What follows belongs to an exercise in optimizing a design on an open flow for small area, a short achievable clock period and few clock cycles per item; a production flow would make more cautious choices. The RTL was checked by simulation tests, not by an equivalence proof against the original design.

==> flow/config.mk <==
export PLATFORM = sky130hd
export DESIGN_NAME = rational_add_mul_reduce_core
export DESIGN_NICKNAME = rational_add_mul_reduce_core
export VERILOG_FILES = /design/flow/design.v
export SDC_FILE = /design/flow/constraint.sdc
export NUM_CORES = 4
export LEC_CHECK = 0
export CAP_MARGIN = 20
export CORE_MARGIN = 2
export CORE_UTILIZATION = 40
export SLEW_MARGIN = 20
==> flow/constraint.sdc <==
create_clock -name core_clock -period 10.0 [get_ports {clk}]
set_input_delay 2.0000 -clock core_clock [delete_from_list [all_inputs] [get_ports {clk}]]
set_output_delay 2.0000 -clock core_clock [all_outputs]
set_load 0.01 [all_outputs]
==> flow/design.v <==
module rational_add_mul_reduce_core (
  input  logic                               clk,
  input  logic                               rst_n,
  input  logic                               in_tvalid,
  output logic                               in_tready,
  input  logic [63:0]                        in_tdata,
  input  logic [1:0]                         in_tuser,
  output logic                               out_tvalid,
  input  logic                               out_tready,
  output logic [63:0]                        out_tdata,
  output logic [0:0]                         out_tuser
);
  localparam int OPERAND_WIDTH = 16;
  localparam int DEN_W         = OPERAND_WIDTH - 1;
  localparam int PROD_W        = 2 * OPERAND_WIDTH;
  localparam int CNT_W         = $clog2(PROD_W);
  localparam int REQ_W         = 2;
  localparam int RES_NUM_W     = 32;
  localparam int RES_DEN_W     = 30;
  localparam int IN_DATA_W     = ((2 * OPERAND_WIDTH + 2 * DEN_W + 7) / 8) * 8;
  localparam int OUT_DATA_W    = ((RES_NUM_W + RES_DEN_W + 7) / 8) * 8;
  localparam logic [REQ_W-1:0] REQ_MUL  = 2'd0;
  localparam logic [REQ_W-1:0] REQ_ADD  = 2'd1;
  localparam logic [REQ_W-1:0] REQ_CMP  = 2'd2;
  localparam logic [REQ_W-1:0] REQ_NONE = 2'd3;
  localparam logic [3:0] OP_NOP     = 4'd0;
  localparam logic [3:0] OP_LOAD    = 4'd1;
  localparam logic [3:0] OP_MUL_P   = 4'd2;
  localparam logic [3:0] OP_MUL_Q   = 4'd3;
  localparam logic [3:0] OP_MUL_D   = 4'd4;
  localparam logic [3:0] OP_COMBINE = 4'd5;
  localparam logic [3:0] OP_GINIT   = 4'd6;
  localparam logic [3:0] OP_GSTEP   = 4'd7;
  localparam logic [3:0] OP_DSTART  = 4'd8;
  localparam logic [3:0] OP_DSTEP   = 4'd9;
  localparam logic [3:0] OP_DEND    = 4'd10;
  localparam logic [3:0] OP_EMIT    = 4'd11;
  localparam logic [3:0] C_NEXT     = 4'd0;
  localparam logic [3:0] C_ALWAYS   = 4'd1;
  localparam logic [3:0] C_NO_IN    = 4'd2;
  localparam logic [3:0] C_BAD_REQ  = 4'd3;
  localparam logic [3:0] C_IS_CMP   = 4'd4;
  localparam logic [3:0] C_MAG_ZERO = 4'd5;
  localparam logic [3:0] C_GCD_BUSY = 4'd6;
  localparam logic [3:0] C_DIV_BUSY = 4'd7;
  localparam logic [3:0] C_OUT_BUSY = 4'd8;
  localparam logic [3:0] S_WAIT     = 4'd0;
  localparam logic [3:0] S_PROD_P   = 4'd1;
  localparam logic [3:0] S_PROD_Q   = 4'd2;
  localparam logic [3:0] S_PROD_D   = 4'd3;
  localparam logic [3:0] S_COMB     = 4'd4;
  localparam logic [3:0] S_GINIT    = 4'd5;
  localparam logic [3:0] S_GSTEP    = 4'd6;
  localparam logic [3:0] S_DSTART_M = 4'd7;
  localparam logic [3:0] S_DSTEP_M  = 4'd8;
  localparam logic [3:0] S_DEND_M   = 4'd9;
  localparam logic [3:0] S_DSTART_D = 4'd10;
  localparam logic [3:0] S_DSTEP_D  = 4'd11;
  localparam logic [3:0] S_DEND_D   = 4'd12;
  localparam logic [3:0] S_EMIT     = 4'd13;
  localparam logic [3:0] S_RET      = 4'd14;
  localparam int A_NUM_LO = 0;
  localparam int A_DEN_LO = OPERAND_WIDTH;
  localparam int B_NUM_LO = OPERAND_WIDTH + DEN_W;
  localparam int B_DEN_LO = 2 * OPERAND_WIDTH + DEN_W;
  logic [3:0] step_r, step_nxt;
  logic [3:0] ctl_op;
  logic       ctl_sel_den;
  logic [3:0] ctl_cond;
  logic [3:0] ctl_target;
  logic [REQ_W-1:0]         req_r, req_nxt;
  logic                     a_neg_r, a_neg_nxt, b_neg_r, b_neg_nxt;
  logic [OPERAND_WIDTH-1:0] a_mag_r, a_mag_nxt, b_mag_r, b_mag_nxt;
  logic [OPERAND_WIDTH-1:0] a_den_r, a_den_nxt, b_den_r, b_den_nxt;
  logic [PROD_W-1:0] p_r, p_nxt, q_r, q_nxt;
  logic [PROD_W-1:0] mag_r, mag_nxt, den_r, den_nxt;
  logic              neg_r, neg_nxt, eq_r, eq_nxt;
  logic [PROD_W-1:0] u_r, u_nxt, v_r, v_nxt;
  logic [PROD_W-1:0] quot_r, quot_nxt;
  logic [PROD_W:0]   rem_r, rem_nxt;
  logic [CNT_W-1:0]  cnt_r, cnt_nxt;
  logic                    out_valid_r, out_valid_nxt;
  logic [RES_NUM_W-1:0]    res_num_r, res_num_nxt;
  logic [RES_DEN_W-1:0]    res_den_r, res_den_nxt;
  logic                    res_eq_r, res_eq_nxt;
  logic [OPERAND_WIDTH-1:0] in_a_num, in_b_num;
  logic [DEN_W-1:0]         in_a_den, in_b_den;
  logic [OPERAND_WIDTH-1:0] mul_x, mul_y;
  logic [PROD_W-1:0]        mul_prod;
  logic [PROD_W:0]          trial;
  logic [63:0]              mag64, num64, den64;
  logic                     out_busy, cond_hit, a_zero, b_zero;
  assign in_a_num = in_tdata[A_NUM_LO +: OPERAND_WIDTH];
  assign in_a_den = in_tdata[A_DEN_LO +: DEN_W];
  assign in_b_num = in_tdata[B_NUM_LO +: OPERAND_WIDTH];
  assign in_b_den = in_tdata[B_DEN_LO +: DEN_W];
  always_comb begin
    case (step_r)
      S_WAIT:     begin ctl_op = OP_LOAD;    ctl_sel_den = 1'b0; ctl_cond = C_NO_IN;    ctl_target = S_WAIT;    end
      S_PROD_P:   begin ctl_op = OP_MUL_P;   ctl_sel_den = 1'b0; ctl_cond = C_BAD_REQ;  ctl_target = S_EMIT;    end
      S_PROD_Q:   begin ctl_op = OP_MUL_Q;   ctl_sel_den = 1'b0; ctl_cond = C_NEXT;     ctl_target = S_WAIT;    end
      S_PROD_D:   begin ctl_op = OP_MUL_D;   ctl_sel_den = 1'b0; ctl_cond = C_NEXT;     ctl_target = S_WAIT;    end
      S_COMB:     begin ctl_op = OP_COMBINE; ctl_sel_den = 1'b0; ctl_cond = C_IS_CMP;   ctl_target = S_EMIT;    end
      S_GINIT:    begin ctl_op = OP_GINIT;   ctl_sel_den = 1'b0; ctl_cond = C_MAG_ZERO; ctl_target = S_EMIT;    end
      S_GSTEP:    begin ctl_op = OP_GSTEP;   ctl_sel_den = 1'b0; ctl_cond = C_GCD_BUSY; ctl_target = S_GSTEP;   end
      S_DSTART_M: begin ctl_op = OP_DSTART;  ctl_sel_den = 1'b0; ctl_cond = C_NEXT;     ctl_target = S_WAIT;    end
      S_DSTEP_M:  begin ctl_op = OP_DSTEP;   ctl_sel_den = 1'b0; ctl_cond = C_DIV_BUSY; ctl_target = S_DSTEP_M; end
      S_DEND_M:   begin ctl_op = OP_DEND;    ctl_sel_den = 1'b0; ctl_cond = C_NEXT;     ctl_target = S_WAIT;    end
      S_DSTART_D: begin ctl_op = OP_DSTART;  ctl_sel_den = 1'b1; ctl_cond = C_NEXT;     ctl_target = S_WAIT;    end
      S_DSTEP_D:  begin ctl_op = OP_DSTEP;   ctl_sel_den = 1'b1; ctl_cond = C_DIV_BUSY; ctl_target = S_DSTEP_D; end
      S_DEND_D:   begin ctl_op = OP_DEND;    ctl_sel_den = 1'b1; ctl_cond = C_NEXT;     ctl_target = S_WAIT;    end
      S_EMIT:     begin ctl_op = OP_EMIT;    ctl_sel_den = 1'b0; ctl_cond = C_OUT_BUSY; ctl_target = S_EMIT;    end
      default:    begin ctl_op = OP_NOP;     ctl_sel_den = 1'b0; ctl_cond = C_ALWAYS;   ctl_target = S_WAIT;    end
    endcase
  end
  assign in_tready = (step_r == S_WAIT);
  assign out_busy  = out_valid_r && !out_tready;
  always_comb begin
    case (ctl_op)
      OP_MUL_P: begin
        mul_x = a_mag_r;
        mul_y = (req_r == REQ_MUL) ? b_mag_r : b_den_r;
      end
      OP_MUL_Q: begin
        mul_x = b_mag_r;
        mul_y = a_den_r;
      end
      default: begin
        mul_x = a_den_r;
        mul_y = b_den_r;
      end
    endcase
  end
  assign mul_prod = PROD_W'(mul_x) * PROD_W'(mul_y);
  assign trial    = {rem_r[PROD_W-1:0], quot_r[PROD_W-1]} - {1'b0, u_r};
  assign a_zero   = (a_mag_r == '0);
  assign b_zero   = (b_mag_r == '0);
  assign mag64 = 64'(mag_r);
  assign num64 = neg_r ? (~mag64 + 64'd1) : mag64;
  assign den64 = 64'(den_r);
  always_comb begin
    case (ctl_cond)
      C_NEXT:     cond_hit = 1'b0;
      C_ALWAYS:   cond_hit = 1'b1;
      C_NO_IN:    cond_hit = !in_tvalid;
      C_BAD_REQ:  cond_hit = (req_r == REQ_NONE);
      C_IS_CMP:   cond_hit = (req_r == REQ_CMP);
      C_MAG_ZERO: cond_hit = (mag_r == '0);
      C_GCD_BUSY: cond_hit = (u_r != v_r);
      C_DIV_BUSY: cond_hit = (cnt_r != CNT_W'(PROD_W - 1));
      C_OUT_BUSY: cond_hit = out_busy;
      default:    cond_hit = 1'b0;
    endcase
    step_nxt = cond_hit ? ctl_target : step_r + 4'd1;
  end
  always_comb begin
    req_nxt       = req_r;
    a_neg_nxt     = a_neg_r;
    b_neg_nxt     = b_neg_r;
    a_mag_nxt     = a_mag_r;
    b_mag_nxt     = b_mag_r;
    a_den_nxt     = a_den_r;
    b_den_nxt     = b_den_r;
    p_nxt         = p_r;
    q_nxt         = q_r;
    mag_nxt       = mag_r;
    den_nxt       = den_r;
    neg_nxt       = neg_r;
    eq_nxt        = eq_r;
    u_nxt         = u_r;
    v_nxt         = v_r;
    quot_nxt      = quot_r;
    rem_nxt       = rem_r;
    cnt_nxt       = cnt_r;
    res_num_nxt   = res_num_r;
    res_den_nxt   = res_den_r;
    res_eq_nxt    = res_eq_r;
    out_valid_nxt = out_valid_r && !out_tready;
    case (ctl_op)
      OP_LOAD: begin
        if (in_tvalid) begin
          req_nxt   = in_tuser;
          a_neg_nxt = in_a_num[OPERAND_WIDTH-1];
          b_neg_nxt = in_b_num[OPERAND_WIDTH-1];
          a_mag_nxt = in_a_num[OPERAND_WIDTH-1] ? (~in_a_num + OPERAND_WIDTH'(1)) : in_a_num;
          b_mag_nxt = in_b_num[OPERAND_WIDTH-1] ? (~in_b_num + OPERAND_WIDTH'(1)) : in_b_num;
          a_den_nxt = (in_a_den == '0) ? OPERAND_WIDTH'(1) : OPERAND_WIDTH'(in_a_den);
          b_den_nxt = (in_b_den == '0) ? OPERAND_WIDTH'(1) : OPERAND_WIDTH'(in_b_den);
        end
      end
      OP_MUL_P: p_nxt = mul_prod;
      OP_MUL_Q: q_nxt = mul_prod;
      OP_MUL_D: den_nxt = mul_prod;
      OP_COMBINE: begin
        eq_nxt = (a_zero && b_zero) ||
                 (!a_zero && !b_zero && (a_neg_r == b_neg_r) && (p_r == q_r));
        if (req_r == REQ_MUL) begin
          mag_nxt = p_r;
          neg_nxt = a_neg_r ^ b_neg_r;
        end else if (a_neg_r == b_neg_r) begin
          mag_nxt = p_r + q_r;
          neg_nxt = a_neg_r;
        end else if (p_r >= q_r) begin
          mag_nxt = p_r - q_r;
          neg_nxt = a_neg_r;
        end else begin
          mag_nxt = q_r - p_r;
          neg_nxt = b_neg_r;
        end
      end
      OP_GINIT: begin
        u_nxt = mag_r;
        v_nxt = den_r;
        if (mag_r == '0) begin
          neg_nxt = 1'b0;
          den_nxt = PROD_W'(1);
        end
      end
      OP_GSTEP: begin
        if (u_r != v_r) begin
          if (!u_r[0] && !v_r[0]) begin
            u_nxt   = u_r >> 1;
            v_nxt   = v_r >> 1;
            mag_nxt = mag_r >> 1;
            den_nxt = den_r >> 1;
          end else if (!u_r[0]) begin
            u_nxt = u_r >> 1;
          end else if (!v_r[0]) begin
            v_nxt = v_r >> 1;
          end else if (u_r > v_r) begin
            u_nxt = (u_r - v_r) >> 1;
          end else begin
            v_nxt = (v_r - u_r) >> 1;
          end
        end
      end
      OP_DSTART: begin
        rem_nxt  = '0;
        quot_nxt = ctl_sel_den ? den_r : mag_r;
        cnt_nxt  = '0;
      end
      OP_DSTEP: begin
        if (!trial[PROD_W]) begin
          rem_nxt  = trial;
          quot_nxt = {quot_r[PROD_W-2:0], 1'b1};
        end else begin
          rem_nxt  = {rem_r[PROD_W-1:0], quot_r[PROD_W-1]};
          quot_nxt = {quot_r[PROD_W-2:0], 1'b0};
        end
        cnt_nxt = cnt_r + CNT_W'(1);
      end
      OP_DEND: begin
        if (ctl_sel_den) begin
          den_nxt = quot_r;
        end else begin
          mag_nxt = quot_r;
        end
      end
      OP_EMIT: begin
        if (!out_busy) begin
          out_valid_nxt = 1'b1;
          case (req_r)
            REQ_MUL, REQ_ADD: begin
              res_num_nxt = num64[RES_NUM_W-1:0];
              res_den_nxt = den64[RES_DEN_W-1:0];
              res_eq_nxt  = 1'b0;
            end
            REQ_CMP: begin
              res_num_nxt = '0;
              res_den_nxt = RES_DEN_W'(1);
              res_eq_nxt  = eq_r;
            end
            default: begin
              res_num_nxt = '0;
              res_den_nxt = RES_DEN_W'(1);
              res_eq_nxt  = 1'b0;
            end
          endcase
        end
      end
      default: begin
      end
    endcase
  end
  always_ff @(posedge clk) begin
    if (!rst_n) begin
      step_r      <= S_WAIT;
      out_valid_r <= 1'b0;
    end else begin
      step_r      <= step_nxt;
      out_valid_r <= out_valid_nxt;
    end
  end
  always_ff @(posedge clk) begin
    req_r     <= req_nxt;
    a_neg_r   <= a_neg_nxt;
    b_neg_r   <= b_neg_nxt;
    a_mag_r   <= a_mag_nxt;
    b_mag_r   <= b_mag_nxt;
    a_den_r   <= a_den_nxt;
    b_den_r   <= b_den_nxt;
    p_r       <= p_nxt;
    q_r       <= q_nxt;
    mag_r     <= mag_nxt;
    den_r     <= den_nxt;
    neg_r     <= neg_nxt;
    eq_r      <= eq_nxt;
    u_r       <= u_nxt;
    v_r       <= v_nxt;
    quot_r    <= quot_nxt;
    rem_r     <= rem_nxt;
    cnt_r     <= cnt_nxt;
    res_num_r <= res_num_nxt;
    res_den_r <= res_den_nxt;
    res_eq_r  <= res_eq_nxt;
  end
  assign out_tvalid = out_valid_r;
  assign out_tdata  = {{(OUT_DATA_W - RES_NUM_W - RES_DEN_W){1'b0}}, res_den_r, res_num_r};
  assign out_tuser  = res_eq_r;
endmodule
==> flow/run.sh <==
#!/bin/bash
# synth_recipe.tcl (not shown) runs the flow's synth.tcl, then flattens the netlist and writes it again
# the make line also repeats each setting of config.mk as NAME=value (left out here)
make -C /OpenROAD-flow-scripts/flow DESIGN_CONFIG=/design/flow/config.mk WORK_HOME=/design/flow/orfs CLKGATE_MAP_FILE= SYNTH_SCRIPT=/design/flow/synth_recipe.tcl finish
==> flow_summary.toml <==
[sta]
worst_pin_slew_ps = 1195
setup_tns_ps = 0
timing.final.ws_setup_ps = 692.9
drv_slew = 0
period_share = 0.9307
rsz0062_at_grt = "no"
hold_viol = 0
finalWorstPathRequiredPeriod_ps = 9307
max_freq_ghz = 0.1074
final-setup-viol-count = 0
hold_ws_ps = 523.8
final.setup_skew_ps = 26.05
slew-limit-headroom = 0.2004

[finish]
final_cells = 5213
multi_input_area_um2 = 22280
diodes = 0
drive_gt1_frac = 0.04668
num-nets-final = 4570
syn2layout_area_growth_pct = 11.25
finish.utilization = 0.4479
regArea_um2 = 12130
nFillCells = 8788

[worst_setup_path]
critPathLaunchType = "flip-flop"
critical_path_class = "flip-flop to flip-flop"
cpMostUsedCell = "fa_1"
crit_path_max_incr_delay_ps = 570
cp_max_fo = 14
cp_data_arrival_time_ps = 9680
cp_slowest_cell = "dfxtp_1"
critPathCaptureType = "flip-flop"
critPathRequiredTime_ps = 10380

[clock_network]
numCtsBuffers = 49
clock_sinks = 410
h-tree-depth = 2
clkLatencyLatePin_ps = 620
clock_path_buffers = 3
post_cts_buffers = 0
hold_buffers = 0
cts_tree = "yes"
clkTransAtPathRegs_ps = 60
root_buffer = "clkbuf_16"
cts-resized-gates = 0

[logic_synthesis]
ys_top_cells_by_area = "edfxtp_1 32%, fa_1 11%, ha_1 11%"
ys_types = 98
netlist_area_um2 = 36850
synth-edff-count = 392
synth_area_per_cell_um2 = 9.298
syn_inst = 3963
ys.flop_type = "edfxtp_1"
yosysTopAreaCell = "edfxtp_1"
synth-seq-area-share = 0.3292
synthArstFlopShare = 0
synth_top_area_frac = 0.3195
yosysWarnings = 1
ys_ff_latch = 410

[global_routing]
antenna_found_initial = 0
grt_max_degree = 70
overflow = 0
grt_util_all_layers = 0.2186
grt_pass1_vias = 28900
grt_pass1_wl_um = 163200

[routing]
first_iter_violations = 2922
drc = 0
vias_per_cell = 5.588
first_pass_iters = 8
ant_nets = 0
wire_per_inst_um = 20.00
vias = 29130
wl_um = 104300

[place]
portBuffers = 132
dp_hpwl_um = 81160
placed_cells = 5125
place_congestion = 0.9401
place_ws_ps = 713.5

[die]
io_pins = 137
placeableCoreArea_um2 = 91520
die_h_um = 307.5
placementRows = 111
start_util = 0.4026
dieArea_um2 = 94560
die_width_um = 307.5

[job]
drv_cap = 0

[outcome]
outcome = "finished clean"

[worst_hold_path]
hp-class = "flip-flop to flip-flop"
==> area by class of cell <==
cell class / count / area share
well taps: 1186 / 0.03620
clock inverters: 32 / 0.01004
clock buffers: 56 / 0.03055
inverters: 456 / 0.04176
multi-input cells: 2888 / 0.5435
repair buffers: 185 / 0.04194
flip-flops and latches: 410 / 0.2960
==> logic make-up after synthesis <==
group	after synthesis	synth area share
buffers and inverters	666	0.07012
other	1	0.0001018
muxes	98	0.02706
AOI/OAI and AO/OA	952	0.1745
adders and majority gates	510	0.2139
DFF	410	0.3292
xor gates and xnor gates	199	0.04730
and+or+nand+nor	1127	0.1378
==> metrics by stage <==
step / area, um^2
detailed placement: 39330
global route: 40990
CTS: 40990
floorplan: 36860
global placement: 39320
finish: 40990
==> flip-flops by register name (all words and copies together), names as in the netlist, 2 cells and up <==
register	cells
ctl_cond	4
mag_r	32
a_den_r	15
u_r	32
b_den_r	15
b_mag_r	16
ctl_target	4
rem_r	32
step_r	4
v_r	32
res_num_r	32
req_r	2
p_r	32
quot_r	32
den_r	32
cnt_r	5
ctl_op	4
a_mag_r	16
res_den_r	30
q_r	32
==> Yosys cell counts (all sizes together), types with 33 or more instances <==
cell      n
nor2b    66
o21ai   227
buf      33
o21a     33
nand2   333
nand3    43
edfxtp  392
a221oi   43
xor2     64
nand2b   45
clkbuf  177
mux2i    91
a222oi   50
a21oi   234
fa      200
inv     456
o31ai    33
ha      310
nor2    431
nor3     60
xnor2   135
a21o    101
==> worst paths after layout <==
path,from,depth (start not counted),slack (ps),to
max,ctl_op[1],29,690,den_r[29]
min,ctl_target[2],2,520,step_r[2]
max reg2reg,ctl_op[1],29,690,den_r[29]
min reg2reg,ctl_target[2],2,520,step_r[2]
==> placed cells by master (no fill, tap or decap), types with 15 or more instances in the layout <==
master	count
mux2i_1	90
nor4_1	25
nand3_1	42
o31ai_1	29
and3_1	17
a31oi_1	21
xor2_1	62
buf_4	53
clkdlybuf4s50_1	132
nor2_1	423
o21ai_0	214
o21bai_1	32
xnor2_1	134
nand4_1	24
a221oi_1	41
inv_1	455
a222oi_1	50
a21o_1	101
clkbuf_16	49
fa_1	200
or3_1	23
a21oi_1	233
nor2b_1	66
dfxtp_1	17
o21a_1	33
o22ai_1	15
nand2b_1	45
edfxtp_1	392
a211oi_1	24
ha_1	310
nor3_1	57
nand2_1	333
and2_1	18
==> worst max-delay path, delay by kind of cell (launching register included) <==
kind,cells,cell delay (ps)
flip-flops,1,570
XOR/XNOR,1,280
adder cells (fa/ha/maj),7,3330
AND/OR/NAND/NOR,5,1250
AO/OA/AOI/OAI,11,3150
buffers and inverters,5,490
==> per-layer routing <==
metal / vias up / part of all wire / track usage
met5: - / 0 / 0
met4: 0 / 0.036 / 0.07487
met3: 193 / 0.056 / 0.02071
li1: 13910 / - / -
met2: 939 / 0.46 / 0.3654
met1: 14090 / 0.45 / 0.2967
Testbench counts, summed over its fixed seeds: cycles 170,149, items 1,920.

-- re-timing with driven ports --
No port has a modelled driver above. Below, the same layout with a new extraction and two added sets of constraints. Step 1, drivers: a clkbuf_16 drives clk and a buf_2 each remaining input, both assumed. Step 2 moves the port delays by t, midway between the first and last clock arrival at a register: inputs arrive t later, outputs are due t later. That takes back most of the time a late clock gives input paths. Slacks: ideal ports / drivers / drivers and shift; pairs: ideal ports / drivers.
t (ns): 0.675
slack for setup (ns): 0.693 / 0.693 / 0.693
worst setup path at the end: register to register
worst slew at a driven data input, ns: 0.05
After both steps setup and hold are still met in this run. The setup slack of this run moves by 0.000 ns with the drivers and by 0.000 ns with both steps.
